What follows belongs to an exercise in optimizing a design on an open flow for small area, a short achievable clock period and few clock cycles; a production flow would make more cautious choices.

==> flow/design.v (excerpt) <==
module euclid_top
(
  input  wire logic        cr_intf,
  input  wire logic        rst_n,
  input  wire logic        job_start,
  input  wire logic        job_shape,       
  input  wire logic [7:0]  job_p0_x,
  input  wire logic [7:0]  job_p0_y,
  input  wire logic [7:0]  job_p1_x,
  input  wire logic [7:0]  job_p1_y,
  input  wire logic [7:0]  job_p2_x,
  input  wire logic [7:0]  job_p2_y,
  input  wire logic [15:0] job_color,
  input  wire logic [2:0]  job_bzdepth,
  input  wire logic        pxl_ready,
  output logic             busy,
  output logic             job_done,
  output logic             pxl_valid,
  output logic [7:0]       pxl_x,
  output logic [7:0]       pxl_y,
  output logic [15:0]      pxl_color
);
Size in the first run: about 1,300 cells after synthesis, about 110 I/O pins, about 12,000 µm² of cells after synthesis.
==> flow/config.mk <==
export PLATFORM = sky130hd
export DESIGN_NAME = euclid_top
export DESIGN_NICKNAME = euclid_top
export VERILOG_FILES = /design/flow/design.v
export SDC_FILE = /design/flow/constraint.sdc
export NUM_CORES = 4
export LEC_CHECK = 0
export CAP_MARGIN = 20
export CORE_MARGIN = 2
export CORE_UTILIZATION = 40
export SLEW_MARGIN = 20
==> flow/constraint.sdc <==
create_clock -name core_clock -period 5.5 [get_ports {cr_intf}]
set_input_delay 1.1000 -clock core_clock [delete_from_list [all_inputs] [get_ports {cr_intf}]]
set_output_delay 1.1000 -clock core_clock [all_outputs]
set_load 0.01 [all_outputs]
run.sh (not shown) runs the stock make flow with config.mk's settings and CLKGATE_MAP_FILE= SYNTH_SCRIPT=/design/flow/synth_recipe.tcl, a recipe that flattens the netlist after the stock synthesis.
==> next run, changes <==
--- a/flow/design.v
+++ b/flow/design.v
@@ -74,70 +74,57 @@
       default:    begin g_ep_x = tc_x;  g_ep_y = tc_y;  end
     endcase
   end
   logic       ne_v, ne_last;
   logic [7:0] ne_x, ne_y;
   logic       ne_take;
   assign g_take = g_emit & (~ne_v | ne_take);
   logic [7:0] ps_x, ps_y;    
   logic [7:0] en_x, en_y;    
   logic [7:0] dx, dy;
   logic       sx, sy;
   logic signed [9:0] err;
-  logic       first;         
   logic       cur_last;
   assign pxl_x = ps_x;
   assign pxl_y = ps_y;
   logic at_end, accept, line_free;
   assign at_end    = (ps_x == en_x) & (ps_y == en_y);
   assign accept    = pxl_valid & pxl_ready;
   assign job_done  = accept & at_end & cur_last;
   assign line_free = ~pxl_valid | (accept & at_end & ~cur_last);
   assign ne_take   = busy & line_free & ne_v;
   logic [8:0] ddx_a, ddx_b, ddy_a, ddy_b;
   logic [7:0] ndx, ndy;
   logic       nsx, nsy;
-  assign ddx_a = {1'b0, ne_x} - {1'b0, ps_x};
-  assign ddx_b = {1'b0, ps_x} - {1'b0, ne_x};
-  assign ddy_a = {1'b0, ne_y} - {1'b0, ps_y};
-  assign ddy_b = {1'b0, ps_y} - {1'b0, ne_y};
+  assign ddx_a = {1'b0, ne_x} - {1'b0, en_x};
+  assign ddx_b = {1'b0, en_x} - {1'b0, ne_x};
+  assign ddy_a = {1'b0, ne_y} - {1'b0, en_y};
+  assign ddy_b = {1'b0, en_y} - {1'b0, ne_y};
   assign nsx   = ~ddx_a[8];
   assign nsy   = ~ddy_a[8];
-  assign ndx   = ({8{nsx}} & ddx_a[7:0]) | ({8{~nsx}} & ddx_b[7:0]);
-  assign ndy   = ({8{nsy}} & ddy_a[7:0]) | ({8{~nsy}} & ddy_b[7:0]);
-  logic signed [10:0] sdx, sdy, serr, a1, a2, a3, a4, a5;
+  assign ndx   = nsx ? ddx_a[7:0] : ddx_b[7:0];
+  assign ndy   = nsy ? ddy_a[7:0] : ddy_b[7:0];
+  logic signed [10:0] tx, ty;
   logic step_x, step_y;
-  logic [9:0] err_nx;
-  assign sdx  = $signed({3'b000, dx});
-  assign sdy  = $signed({3'b000, dy});
-  assign serr = 11'(err);
-  assign a1   = (first ? (sdx <<< 1) : (serr <<< 1)) + (first ? -sdy : sdy);
-  assign a2   = sdx - (first ? (sdy <<< 1) : (serr <<< 1));
-  assign a3   = serr - sdy;
-  assign a4   = serr + sdx;
-  assign a5   = (serr & {11{~first}}) + sdx - sdy;
-  assign step_x = ~a1[10] & (a1 != 11'sd0);
-  assign step_y = first ? a2[10] : (~a2[10] & (a2 != 11'sd0));
-  assign err_nx = ({10{ first &  step_x &  step_y}} & {a5[8:0], 1'b0}) |
-                  ({10{ first &  step_x & ~step_y}} & a2[9:0]) |
-                  ({10{ first & ~step_x}}           & a1[9:0]) |
-                  ({10{~first &  step_x &  step_y}} & a5[9:0]) |
-                  ({10{~first &  step_x & ~step_y}} & a3[9:0]) |
-                  ({10{~first & ~step_x}}           & a4[9:0]);
-  logic [7:0] xm, ym, nx_x, nx_y;
-  logic       eq_x, eq_y;
-  assign xm   = sx ? ps_x + 8'd1 : ps_x - 8'd1;
-  assign ym   = sy ? ps_y + 8'd1 : ps_y - 8'd1;
-  assign nx_x = step_x ? xm : ps_x;
-  assign nx_y = step_y ? ym : ps_y;
+  logic signed [9:0] err_x, err_y, err_xy, err_nx;
+  assign tx     = {err, 1'b0} + $signed({3'b000, dy});    
+  assign ty     = $signed({3'b000, dx}) - {err, 1'b0};    
+  assign step_x = ~tx[10] & (tx != 11'sd0);
+  assign step_y = ~ty[10] & (ty != 11'sd0);
+  assign err_x  = err - $signed({2'b00, dy});
+  assign err_y  = err + $signed({2'b00, dx});
+  assign err_xy = err + $signed({2'b00, dx}) - $signed({2'b00, dy});
+  assign err_nx = ({10{step_x &  step_y}} & err_xy) |
+                  ({10{step_x & ~step_y}} & err_x) |
+                  ({10{~step_x}}          & err_y);
   always_ff @(posedge cr_intf or negedge rst_n)
   begin
     if (!rst_n)
     begin
       busy      <= 1'b0;
       pxl_valid <= 1'b0;
       ne_v      <= 1'b0;
       g_act     <= 1'b0;
     end
     else
     begin
       if (start_c)
@@ -240,26 +227,27 @@
         ne_x    <= g_ep_x;
         ne_y    <= g_ep_y;
         ne_last <= g_last;
       end
       if (ne_take)
       begin
         en_x     <= ne_x;
         en_y     <= ne_y;
         dx       <= ndx;
         dy       <= ndy;
         sx       <= nsx;
         sy       <= nsy;
-        first    <= 1'b1;
+        err      <= $signed({2'b00, ndx}) - $signed({2'b00, ndy});
         cur_last <= ne_last;
       end
       else if (accept & ~at_end)
       begin
-        err   <= err_nx;
-        first <= 1'b0;
-        ps_x  <= nx_x;
-        ps_y  <= nx_y;
+        err <= err_nx[9:0];
+        if (step_x)
+          ps_x <= sx ? ps_x + 8'd1 : ps_x - 8'd1;
+        if (step_y)
+          ps_y <= sy ? ps_y + 8'd1 : ps_y - 8'd1;
       end
     end
   end
 endmodule
 `default_nettype wire
Outcome:
- via count drops by 5.3%
- sequential share of layout area climbs by 0.96 points
- maximum frequency climbs by 1.1%
- synthesized cell count drops by about 6%
- die area drops by 4.3%
- first-iteration DRC count drops by 23%
- global-route usage drops by 1.4 points
- non-clock buffer count drops by 1
- cell count drops by about 4%
No functional check of the RTL was part of any run of this note.

-- port drivers added, routing unchanged --
In the flow no input, the clock included, has a driving cell. The finished layouts below were timed again as built, in two steps.
Step 1 assumes that a clkbuf_16 drives the clock port and a buf_2 every other input.
Step 2 adds t to the input delays and takes it off the output delays; t is the mean of the earliest and latest rising clock arrival at the registers after step 1. Input paths then give back, and output paths get back, about the clock's delay inside the block.
Slacks: ideal / step 1 / step 2; pairs: ideal / step 1.
| run | t (ns) | setup WS [ns] | worst setup path at the end |
|---|---|---|---|
| the first run | 0.476 | 0.953 / 0.953 / 0.953 | register to register |
| the second run | 0.474 | 1.002 / 1.002 / 1.002 | register to register |
After both steps setup and hold are still met in every run listed.
